Source: an optimization exercise on an open RTL-to-GDS flow (aim: small area, a short achievable clock period and few clock cycles). Production flows keep margins and buffers that such runs may drop.
The RTL was checked by simulation tests, not by an equivalence proof against the original design.
No activity file was given, so power comes from the tool's default toggle rates.

P:
## ucode_core
module ucode_core (
    input  logic                          clk,
    input  logic                          rst,
    input  logic                          in_valid,
    output logic                          in_ready,
    input  logic [ucode_pkg::INSTR_W-1:0] in_instr,
    output logic                          wb_valid,
    input  logic                          wb_ready,
    output logic [ucode_pkg::REG_AW-1:0]  wb_reg,
    output logic [ucode_pkg::DATA_W-1:0]  wb_data
);
    logic [6:0]  in_op;
    logic        dec_mov, dec_sub, dec_muli, dec_real;
    assign in_op = in_instr[31:25];
    always_comb begin
        dec_mov  = 1'b0;
        dec_sub  = 1'b0;
        dec_muli = 1'b0;
        dec_real = 1'b0;
        case (in_op)
            ucode_pkg::OP_MOV: begin
                dec_real = 1'b1;
                dec_mov  = 1'b1;
            end
            ucode_pkg::OP_ADD: dec_real = 1'b1;
            ucode_pkg::OP_SUB: begin
                dec_real = 1'b1;
                dec_sub  = 1'b1;
            end
            ucode_pkg::OP_MULI: begin
                dec_real = 1'b1;
                if (in_instr[15:0] == 16'h0) begin
                    dec_mov  = 1'b1;                     
                end else begin
                    dec_muli = 1'b1;                     
                end
            end
            default: dec_real = 1'b0;                    
        endcase
    end
    logic        skv;
    logic        sk_mov, sk_sub, sk_muli;
    logic [24:0] sk_w;
    logic        irv;
    logic        ir_mov, ir_sub, ir_muli;
    logic [24:0] ir_w;                                   
    logic        ir_ph;                                  
    logic [3:0]  ir_rd, ir_ra, ir_rb;
    assign ir_rd = ir_w[24:21];
    assign ir_ra = ir_w[20:17];                          
    assign ir_rb = ir_w[16:13];                          
    logic        take;
    logic        ir_free;
    logic        d_issue;
    logic        d_last;
    logic        e_fire;
  ...
Size: ~2200 cells after synthesis, about 690 flip-flops, roughly 31000 um2 of cells after synthesis.
==> module ucode_core, before the edit <==
module ucode_core (
    input  logic                          clk,
    input  logic                          rst,
    input  logic                          in_valid,
    output logic                          in_ready,
    input  logic [ucode_pkg::INSTR_W-1:0] in_instr,
    output logic                          wb_valid,
    input  logic                          wb_ready,
    output logic [ucode_pkg::REG_AW-1:0]  wb_reg,
    output logic [ucode_pkg::DATA_W-1:0]  wb_data
);
    logic [6:0]  in_op;
    logic        dec_mov, dec_sub, dec_muli, dec_real;
    assign in_op = in_instr[31:25];
    always_comb begin
        dec_mov  = 1'b0;
        dec_sub  = 1'b0;
        dec_muli = 1'b0;
        dec_real = 1'b0;
        case (in_op)
            ucode_pkg::OP_MOV: begin
                dec_real = 1'b1;
                dec_mov  = 1'b1;
            end
            ucode_pkg::OP_ADD: dec_real = 1'b1;
            ucode_pkg::OP_SUB: begin
                dec_real = 1'b1;
                dec_sub  = 1'b1;
            end
            ucode_pkg::OP_MULI: begin
                dec_real = 1'b1;
                if (in_instr[15:0] == 16'h0) begin
                    dec_mov  = 1'b1;                     
                end else begin
                    dec_muli = 1'b1;                     
                end
            end
            default: dec_real = 1'b0;                    
        endcase
    end
    logic        skv;
    logic        sk_mov, sk_sub, sk_muli;
    logic [24:0] sk_w;
    logic        irv;
    logic        ir_mov, ir_sub, ir_muli;
    logic [24:0] ir_w;                                   
    logic        ir_ph;                                  
    logic [3:0]  ir_rd, ir_ra, ir_rb;
    assign ir_rd = ir_w[24:21];
    assign ir_ra = ir_w[20:17];                          
    assign ir_rb = ir_w[16:13];                          
    logic        take;
    logic        ir_free;
    logic        d_issue;
    logic        d_last;
    logic        e_fire;
    assign in_ready = !skv;
    assign take     = in_valid && !skv;
    logic        ev;
    logic [3:0]  e_rd;
    logic [31:0] e_a, e_b;
    logic        e_sub;
    assign e_fire  = ev && (!wb_valid || wb_ready);
    assign d_issue = irv && (!ev || e_fire);
    assign d_last  = !ir_muli || (ir_ph && ir_w[15:0] == 16'd1);
    assign ir_free = !irv || (d_issue && d_last);
    always_ff @(posedge clk or posedge rst) begin
        if (rst) begin
            skv   <= 1'b0;
            irv   <= 1'b0;
            ir_ph <= 1'b0;
        end else begin
            if (ir_free) begin
                ir_ph <= 1'b0;
                if (skv) begin
                    irv <= 1'b1;
                    skv <= 1'b0;
                end else begin
                    irv <= take && dec_real;
                end
            end else begin
                if (take && dec_real) skv <= 1'b1;
                if (d_issue) ir_ph <= 1'b1;
            end
        end
    end
    always_ff @(posedge clk) begin
        if (!skv && !ir_free) begin
            sk_mov  <= dec_mov;
            sk_sub  <= dec_sub;
            sk_muli <= dec_muli;
            sk_w    <= in_instr[24:0];
        end
        if (ir_free) begin
            if (skv) begin
                ir_mov  <= sk_mov;
                ir_sub  <= sk_sub;
                ir_muli <= sk_muli;
                ir_w    <= sk_w;
            end else begin
                ir_mov  <= dec_mov;
                ir_sub  <= dec_sub;
                ir_muli <= dec_muli;
                ir_w    <= in_instr[24:0];
            end
        end else if (d_issue && ir_ph) begin
            ir_w[15:0] <= ir_w[15:0] - 16'd1;            
        end
    end
    logic [31:0] rf [16];
    logic [15:0] rv;                                     
    logic [31:0] rd_a, rd_b;
    logic        u_mov;
    logic        fw_a, fw_b;                             
    logic [31:0] e_res;
    logic [31:0] nx_a, nx_b;
    always_comb begin
        rd_a = '0;
        rd_b = '0;
        for (int i = 0; i < 16; i++) begin
            rd_a = rd_a | (rf[i] & {32{rv[i] && ir_ra == 4'(i)}});
            rd_b = rd_b | (rf[i] & {32{rv[i] && ir_rb == 4'(i)}});
        end
    end
    assign u_mov = ir_mov || (ir_muli && !ir_ph);
    assign fw_a  = ev && e_rd == ir_ra;                  
    assign fw_b  = ir_muli || (ev && e_rd == ir_rb);
    assign nx_a  = u_mov ? (ir_muli ? 32'h0 : {16'h0, ir_w[15:0]}) : (fw_a ? e_res : rd_a);
    assign nx_b  = u_mov ? 32'h0 : ((fw_b ? e_res : rd_b) ^ {32{ir_sub}});
    always_ff @(posedge clk or posedge rst) begin
        if (rst) begin
            ev       <= 1'b0;
            rv       <= '0;
            wb_valid <= 1'b0;
        end else begin
            if (d_issue) begin
                ev <= 1'b1;
            end else if (e_fire) begin
                ev <= 1'b0;
            end
            if (wb_ready) begin
                wb_valid <= 1'b0;
            end
            if (e_fire) begin
                rv[e_rd] <= 1'b1;
                wb_valid <= 1'b1;
            end
        end
    end
    always_ff @(posedge clk) begin
        if (d_issue) begin
            e_rd  <= ir_rd;
            e_sub <= ir_sub && !u_mov;
            e_a   <= nx_a;
            e_b   <= nx_b;                               
        end
    end
    logic [31:0] pg_g, pg_p;
    logic [31:0] gg [6];
    logic [31:0] pp [6];
    logic [32:0] cy;
    assign pg_g = e_a & e_b;
    assign pg_p = e_a ^ e_b;
    always_comb begin
        gg[0] = pg_g;
        pp[0] = pg_p;
        gg[0][0] = pg_g[0] | (pg_p[0] & e_sub);          
        for (int l = 0; l < 5; l++) begin
            gg[l+1] = gg[l];
            pp[l+1] = pp[l];
            for (int i = 0; i < 32; i++) begin
                if ((i >> l) & 1) begin
                    gg[l+1][i] = gg[l][i] | (pp[l][i] & gg[l][((i >> l) << l) - 1]);
                    pp[l+1][i] = pp[l][i] & pp[l][((i >> l) << l) - 1];
                end
            end
        end
        cy[0] = e_sub;
        for (int i = 0; i < 32; i++) cy[i+1] = gg[5][i];
    end
    assign e_res = pg_p ^ cy[31:0];
    always_ff @(posedge clk) begin
        if (e_fire) begin
            rf[e_rd] <= e_res;
            wb_reg   <= e_rd;
            wb_data  <= e_res;
        end
    end
endmodule
clock: 8.5 ns
lec_check: 0
cap_margin: 20
core_margin: 2
core_utilization: 55
setup_slack_margin: 5
slew_margin: 20
run.sh (not shown) runs the stock make flow with config.mk's settings and CLKGATE_MAP_FILE= SYNTH_SCRIPT=/design/flow/synth_recipe.tcl, a recipe that flattens the netlist after the stock synthesis.
Testbench counts of P, summed over its fixed seeds: cycles 8,520.
## Diff of input files: T against P
--- a/flow/design.v
+++ b/flow/design.v
@@ -153,13 +153,13 @@
         rd_b = '0;
         for (int i = 0; i < 16; i++) begin
-            rd_a = rd_a | (rf[i] & {32{rv[i] && ir_ra == 4'(i)}});
-            rd_b = rd_b | (rf[i] & {32{rv[i] && ir_rb == 4'(i)}});
+            rd_a = rd_a | (rf[i] & {32{rv[i] && ir_ra == 4'(i) && !fw_a && !u_mov}});
+            rd_b = rd_b | (rf[i] & {32{rv[i] && ir_rb == 4'(i) && !fw_b && !u_mov}});
         end
     end
     assign u_mov = ir_mov || (ir_muli && !ir_ph);
-    assign fw_a  = ev && e_rd == ir_ra;                  
-    assign fw_b  = ir_muli || (ev && e_rd == ir_rb);
-    assign nx_a  = u_mov ? (ir_muli ? 32'h0 : {16'h0, ir_w[15:0]}) : (fw_a ? e_res : rd_a);
-    assign nx_b  = u_mov ? 32'h0 : ((fw_b ? e_res : rd_b) ^ {32{ir_sub}});
+    assign fw_a  = !u_mov && ev && e_rd == ir_ra;        
+    assign fw_b  = !u_mov && (ir_muli || (ev && e_rd == ir_rb));
+    assign nx_a  = (e_res & {32{fw_a}}) | rd_a | {16'h0, ir_w[15:0] & {16{ir_mov}}};
+    assign nx_b  = ((e_res & {32{fw_b}}) | rd_b) ^ {32{ir_sub}};
     always_ff @(posedge clk or posedge rst) begin
         if (rst) begin
Results
Compared with P, T shows a lower maximum frequency.
Going from P to T, via count of the first global-routing pass shrank by a few percent.
Going from P to T, global-route wire length before repair now larger, number of DRC violations after detailed-routing iteration 0 now larger, inserted tap cell count now smaller.
For P, the beginning of the critical path was wb_ready, unlike T, where it was e_a[0]$_DFFE_PP_.
According to the power report, total power for T is higher than for P.
Testbench counts of T, summed over its fixed seeds: cycles 8,520.

[static timing again, ports no longer ideal]
No port has a modelled driver above. Below, the same layouts with a new extraction and two added sets of constraints.
Step 1, drivers: a clkbuf_16 drives clk and a buf_2 each remaining input, both assumed.
Step 2, shift: input delay + t, output delay - t, t = (earliest + latest rising clock arrival at the registers) / 2. This alone moves slack from input paths to output paths.
a / b / c = ideal ports / drivers / drivers and shift; a / b = the first two.
run | t, ns | setup WS [ns] | slew at the worst register clock pin (ns)
P | 0.678 | 5.002 / 5.010 / 4.364 | 0.06 / 0.06
T | 0.677 | 4.940 / 4.940 / 4.439 | 0.07 / 0.07
After both steps setup and hold are still met in every run listed. For P, which loses most, drivers alone change the setup slack by +0.008 ns; drivers and shift together by -0.638 ns.
